This is an optimization exercise on Yosys and OpenROAD, whose aim is small area and a short achievable clock period, not a production implementation. In this exercise RTL edits were held to simulation tests only and were not proved equivalent to the original. The flow treats the clock pin as an ideal source, which a real chip does not have. No activity file was given, so power comes from the tool's default toggle rates.

==> build 18 <==
// rvCore
module rvCore #(
    parameter logic [31:0] resetAddr = 32'h0000_0000
) (
    input  wire logic          clk,
    input  wire logic          arstN,
    output logic [31:0]        instrAddr,
    input  wire logic [31:0]   instr,
    output logic [31:0]        dataAddr,
    output logic [31:0]        writeData,
    output logic               memWrite,
    input  wire logic [31:0]   readData
);
clock: 10.0 ns
lec_check: 0
cap_margin: 20
core_margin: 2
core_utilization: 50
place_density: 0.75
setup_slack_margin: 3
slew_margin: 20
synth_hierarchical: 1
synth_minimum_keep_size: 0
tns_end_percent: 10
standard.sh (not shown) runs the stock make flow with config.mk's settings and CLKGATE_MAP_FILE= SYNTH_SCRIPT=/design/flow/synth_recipe.tcl, a recipe that flattens the netlist after the stock synthesis.
==> flow/flow/run.sh <==
#!/bin/bash
# Layout flow: the standard synthesis and layout (standard.sh), with
# these changes after synthesis:
#  - before global placement, combinational cells go back to their
#    smallest size (flow/downsize.tcl),
#  - before clock tree synthesis, gates on near-critical paths are sized
#    to their placed load (flow/size.tcl); repair then does the rest,
#  - repair may resize a cell to any footprint (MATCH_CELL_FOOTPRINT=0),
#  - ports are buffered with buf_2 cells, which repair then sizes,
#  - clock tree synthesis inserts no dummy loads and clusters up to 20
#    flip-flops within 100 um per leaf buffer.
# Each step's full output goes to a log file in this folder; ORFS's own
# per-stage logs stay under orfs/logs/.
set -euo pipefail

bash standard.sh synth > synth.log 2>&1

bash standard.sh \
    MATCH_CELL_FOOTPRINT=0 \
    "PRE_GLOBAL_PLACE_TCL=$PWD/flow/downsize.tcl" \
    "PRE_CTS_TCL=$PWD/flow/size.tcl" \
    "BUFFER_PORTS_ARGS=-buffer_cell sky130_fd_sc_hd__buf_2" \
    "CTS_ARGS=-sink_clustering_enable -repair_clock_nets -dont_use_dummy_load -sink_clustering_size 20 -sink_clustering_max_diameter 100" \
    finish > layout.log 2>&1
Other scripts of this flow, unchanged in this note and not shown: flow/flow/downsize.tcl, flow/flow/size.tcl
==> trial 36 (differences from build 18) <==
--- a/flow/flow/run.sh
+++ b/flow/flow/run.sh
@@ -8,6 +8,6 @@
 #  - repair may resize a cell to any footprint (MATCH_CELL_FOOTPRINT=0),
 #  - ports are buffered with buf_2 cells, which repair then sizes,
-#  - clock tree synthesis inserts no dummy loads and clusters up to 20
-#    flip-flops within 100 um per leaf buffer.
+#  - clock tree synthesis inserts no dummy loads and clusters up to 24
+#    flip-flops within 120 um per leaf buffer.
 # Each step's full output goes to a log file in this folder; ORFS's own
 # per-stage logs stay under orfs/logs/.
@@ -21,4 +21,4 @@
     "PRE_CTS_TCL=$PWD/flow/size.tcl" \
     "BUFFER_PORTS_ARGS=-buffer_cell sky130_fd_sc_hd__buf_2" \
-    "CTS_ARGS=-sink_clustering_enable -repair_clock_nets -dont_use_dummy_load -sink_clustering_size 20 -sink_clustering_max_diameter 100" \
+    "CTS_ARGS=-sink_clustering_enable -repair_clock_nets -dont_use_dummy_load -sink_clustering_size 24 -sink_clustering_max_diameter 120" \
     finish > layout.log 2>&1
==> summary.md <==
| Metric | Value |
|---|---|
| Status | finished clean |
| NumNets Final | 5562 |
| Pwr Total | 8.771 mW |
| GR Layer Usage met2 | 56.40% |
| Most frequent cells in the layout | 992 x a22o_1, 992 x dfxtp_1, 953 x a22oi_1 |
| Wire length on met1 | 88.03 mm |
| Slew @ Worst Pin | 1.238 ns |
| Hold Path End | regs[180]$_DFF_P_ |
| First-pass GRT wire length | 341.5 mm |
| Met3 Resource Use GR | 16.62% |
| Signal buffers | 349 |
-- figures above: build 18

==> summary.md <==
| Metric | Value |
|---|---|
| Status | finished clean |
| Proportion of cell area occupied by registers | 37.22% |
| Hold Path End | regs[249]$_DFF_P_ |
| Sw Pwr | 2.758 mW |
| Final std cells w/o fill | 6992 |
| Pwr Total | 8.588 mW |
| Signal buffers | 354 |
| FF-to-FF setup slack | 4.20 ns |
| Slew @ Worst Pin | 1.263 ns |
| NumNets Final | 5565 |
| Wire length on met1 | 88.50 mm |
| Met3 Resource Use GR | 17.36% |
| Fraction of area in multi-input gates | 52.34% |
| First-pass GRT wire length | 341.0 mm |
| Sequential group share of total power | 53.7% |
| GR Layer Usage met2 | 56.24% |
-- figures above: trial 36


* * *

==> 02-22: inputs <==
Another version of the RTL of rvCore (not shown whole).
// rvCore
module rvCore #(
    parameter logic [31:0] resetAddr = 32'h0000_0000
) (
    input  wire logic          clk,
    input  wire logic          arstN,
    output logic [31:0]        instrAddr,
    input  wire logic [31:0]   instr,
    output logic [31:0]        dataAddr,
    output logic [31:0]        writeData,
    output logic               memWrite,
    input  wire logic [31:0]   readData
);
==> module regRead, before the edit <==
module regRead (
    input  wire logic [31*32-1:0]  regs,
    input  wire logic [31:1]       valid,
    input  wire logic [4:0]        ra,
    output logic [31:0]            rd
);
    logic [31:1] sel;
    regSel decoder (
        .valid (valid),
        .ra    (ra),
        .sel   (sel)
    );
    for (genvar j = 0; j < 32; j++)
    begin : gBit
        logic [31:1] column;
        for (genvar k = 1; k < 32; k++)
        begin : gCol
            assign column[k] = regs[(k-1)*32 + j];
        end
        regBit bitMux (
            .sel (sel),
            .d   (column),
            .q   (rd[j])
        );
    end
endmodule
==> flow/config.mk <==
export PLATFORM = sky130hd
export DESIGN_NAME = rvCore
export DESIGN_NICKNAME = rvCore
export VERILOG_FILES = /design/flow/design.v
export SDC_FILE = /design/flow/constraint.sdc
export NUM_CORES = 4
export LEC_CHECK = 0
export CAP_MARGIN = 20
export CORE_MARGIN = 2
export CORE_UTILIZATION = 40
export PLACE_DENSITY = 0.65
export SETUP_SLACK_MARGIN = 3
export SLEW_MARGIN = 20
export SYNTH_HIERARCHICAL = 1
export SYNTH_MINIMUM_KEEP_SIZE = 0
export TNS_END_PERCENT = 10
==> flow/constraint.sdc <==
create_clock -name core_clock -period 10.0 [get_ports {clk}]
set_input_delay 2.0000 -clock core_clock [delete_from_list [all_inputs] [get_ports {clk}]]
set_output_delay 2.0000 -clock core_clock [all_outputs]
set_load 0.01 [all_outputs]
==> flow/flow/run.sh <==
#!/bin/bash
# Layout flow: the standard synthesis and layout (standard.sh), with
# these changes after synthesis:
#  - before global placement, combinational cells go back to their
#    smallest size (flow/downsize.tcl); repair sizes up what it needs,
#  - repair may resize a cell to any footprint (MATCH_CELL_FOOTPRINT=0),
#  - ports are buffered with buf_2 cells, which repair then sizes,
#  - clock tree synthesis inserts no dummy loads and clusters up to 20
#    flip-flops within 100 um per leaf buffer.
# Each step's full output goes to a log file in this folder; ORFS's own
# per-stage logs stay under orfs/logs/.
set -euo pipefail

bash standard.sh synth > synth.log 2>&1

bash standard.sh \
    MATCH_CELL_FOOTPRINT=0 \
    "PRE_GLOBAL_PLACE_TCL=$PWD/flow/downsize.tcl" \
    "BUFFER_PORTS_ARGS=-buffer_cell sky130_fd_sc_hd__buf_2" \
    "CTS_ARGS=-sink_clustering_enable -repair_clock_nets -dont_use_dummy_load -sink_clustering_size 20 -sink_clustering_max_diameter 100" \
    finish > layout.log 2>&1
==> flow/flow/downsize.tcl <==
# Before global placement: put every combinational cell that synthesis gave
# more than the smallest drive strength back to its _1 size (same function,
# same pins). Repair then sizes up only what timing, slew and load need.
# Flip-flops, buffers and tie cells keep their size.
set block [ord::get_db_block]
set db [ord::get_db]
set n 0
foreach inst [$block getInsts] {
  set m [[$inst getMaster] getName]
  if {![regexp {^sky130_fd_sc_hd__([a-z0-9]+)_([0-9]+)$} $m -> base size]} {
    continue
  }
  if {$size <= 1} {
    continue
  }
  if {[regexp {^(df|edf|sdf|dl|sdl|buf|clkbuf|clkdly|dlygate|conb|tap|fill|decap|inv|clkinv)} $base]} {
    continue
  }
  set target [$db findMaster sky130_fd_sc_hd__${base}_1]
  if {$target == "NULL"} {
    continue
  }
  $inst swapMaster $target
  incr n
}
puts "downsize.tcl: $n cells set to their _1 size"
==> 12-23 (differences from 02-22) <==
--- a/flow/design.v
+++ b/flow/design.v
@@ -269,11 +269,17 @@
     input  wire logic [4:0]        ra,
     output logic [31:0]            rd
 );
-    logic [31:1] sel;
-    regSel decoder (
+    logic [31:1] selLo;
+    logic [31:1] selHi;
+    regSel decoderLo (
         .valid (valid),
         .ra    (ra),
-        .sel   (sel)
+        .sel   (selLo)
+    );
+    regSel decoderHi (
+        .valid (valid),
+        .ra    (ra),
+        .sel   (selHi)
     );
     for (genvar j = 0; j < 32; j++)
     begin : gBit
@@ -283,7 +289,7 @@
             assign column[k] = regs[(k-1)*32 + j];
         end
         regBit bitMux (
-            .sel (sel),
+            .sel (j < 16 ? selLo : selHi),
             .d   (column),
             .q   (rd[j])
         );
--- a/flow/flow/run.sh
+++ b/flow/flow/run.sh
@@ -2,7 +2,9 @@
 # Layout flow: the standard synthesis and layout (standard.sh), with
 # these changes after synthesis:
 #  - before global placement, combinational cells go back to their
-#    smallest size (flow/downsize.tcl); repair sizes up what it needs,
+#    smallest size (flow/downsize.tcl),
+#  - before clock tree synthesis, gates on near-critical paths are sized
+#    to their placed load (flow/size.tcl); repair then does the rest,
 #  - repair may resize a cell to any footprint (MATCH_CELL_FOOTPRINT=0),
 #  - ports are buffered with buf_2 cells, which repair then sizes,
 #  - clock tree synthesis inserts no dummy loads and clusters up to 20
@@ -16,6 +18,7 @@
 bash standard.sh \
     MATCH_CELL_FOOTPRINT=0 \
     "PRE_GLOBAL_PLACE_TCL=$PWD/flow/downsize.tcl" \
+    "PRE_CTS_TCL=$PWD/flow/size.tcl" \
     "BUFFER_PORTS_ARGS=-buffer_cell sky130_fd_sc_hd__buf_2" \
     "CTS_ARGS=-sink_clustering_enable -repair_clock_nets -dont_use_dummy_load -sink_clustering_size 20 -sink_clustering_max_diameter 100" \
     finish > layout.log 2>&1
==> flow/flow/size.tcl (new file) <==
# Before clock tree synthesis, on the placed design: size the gates on
# near-critical paths (slack within 0.4 ns of the worst) to their load.
# A gate gets the next size up when its output slew is over 0.3 ns, and a
# size that keeps its output net (wire and pins, from the placement) under
# about 14 fF per unit of drive, where the library has one. Four passes,
# since a larger gate loads its drivers more and the worst path moves.
set per_unit 14e-15
set window 0.4
set max_slew 0.3
estimate_parasitics -placement
set scene [sta::cmd_scene]
proc has_cell {name} {
  return [expr {[llength [get_lib_cells -quiet $name]] > 0}]
}
for {set pass 0} {$pass < 4} {incr pass} {
  set worst [sta::time_sta_ui [sta::worst_slack_cmd max]]
  set limit [expr {$worst + $window}]
  set n 0
  foreach inst [get_cells *] {
    set ref [get_property $inst ref_name]
    if {![regexp {^sky130_fd_sc_hd__([a-z0-9]+)_([0-9]+)$} $ref -> base size]} {
      continue
    }
    if {[regexp {^(df|edf|sdf|dl|sdl|clkbuf|clkinv|clkdly|dlygate|conb|tap|fill|decap)} $base]} {
      continue
    }
    set outs [get_pins -of_objects $inst -filter "direction==output"]
    if {[llength $outs] != 1} {
      continue
    }
    set pin [lindex $outs 0]
    set slack [get_property $pin slack_max]
    if {$slack == "INF" || $slack > $limit} {
      continue
    }
    set net [get_nets -of_objects $pin]
    if {$net == ""} {
      continue
    }
    set cap [$net capacitance $scene max]
    set slew [get_property $pin slew_max]
    set want $size
    if {$slew > $max_slew} {
      foreach s {2 4 8} {
        if {$s > $size && [has_cell sky130_fd_sc_hd__${base}_$s]} {
          set want $s
          break
        }
      }
    }
    foreach s {2 4 8 12 16} {
      if {$s <= $want} {
        continue
      }
      if {$cap <= $per_unit * $want} {
        break
      }
      if {[has_cell sky130_fd_sc_hd__${base}_$s]} {
        set want $s
      }
    }
    if {$want != $size} {
      replace_cell $inst sky130_fd_sc_hd__${base}_$want
      incr n
    }
  }
  puts "size.tcl: pass $pass, worst slack [format %.3f $worst], $n gates sized up"
}
puts "size.tcl: worst slack now [format %.3f [sta::time_sta_ui [sta::worst_slack_cmd max]]]"
- CORE_UTILIZATION: 40 -> 50
- PLACE_DENSITY: 0.65 -> 0.75
==> out/qor.csv <==
metric,value,unit
stdcell_area,58400,µm²
worst_path_max_delay_cell,nand4_1,
ctsResizeCount,440,
leakage,0.0218,µW
intPower,5950,µW
pg_comb,1570,µW
clockNetworkAreaShare,2.53,%
instances_no_fill,7295,
synth_cells,5082,
fin_worst_skew,64.4,ps
h-tree-depth,2,
routed_via_density,7.06,
status,finished clean,
Source of the figures above: 02-22

==> out/qor.csv <==
metric,value,unit
fin_worst_skew,87.0,ps
intPower,5990,µW
leakage,0.0221,µW
ctsResizeCount,192,
pg_comb,1580,µW
worst_path_max_delay_cell,nor2_4,
synth_cells,5176,
syn-num-nets,5243,
stdcell_area,58700,µm²
clockNetworkAreaShare,2.60,%
routed_via_density,7.59,
endpoint_kind,output pin,
status,finished clean,
p_sw_share,31.5,%
Source of the figures above: 12-23

==> re-timing with driven ports <==
How much do the figures lean on ideal ports? The routed layouts below were timed once more, with nothing changed but the port constraints. Step 1 assumes that a clkbuf_16 drives the clock port and a buf_2 every other input. Step 2, shift: input delay + t, output delay - t, t = (earliest + latest rising clock arrival at the registers) / 2. This alone moves slack from input paths to output paths. Three values: no drivers, after step 1, after step 2; two values: the first two.
run | t (ns) | setup WS [ns] | hold WS [ns] | worst data-port slew with drivers (ns)
build 18 | 0.795 | 2.877 / 2.724 / 2.221 | 0.504 / 0.504 / 0.504 | 0.17
trial 36 | 0.774 | 2.874 / 2.717 / 2.214 | 0.504 / 0.504 / 0.504 | 0.18
02-22 | 0.748 | 2.695 / 2.495 / 2.017 | 0.488 / 0.488 / 0.488 | 0.21
12-23 | 0.798 | 2.776 / 2.596 / 2.171 | 0.499 / 0.499 / 0.499 | 0.22
After both steps setup and hold are still met in every run listed. For 02-22, which loses most, drivers alone change the setup slack by -0.200 ns; drivers and shift together by -0.678 ns.
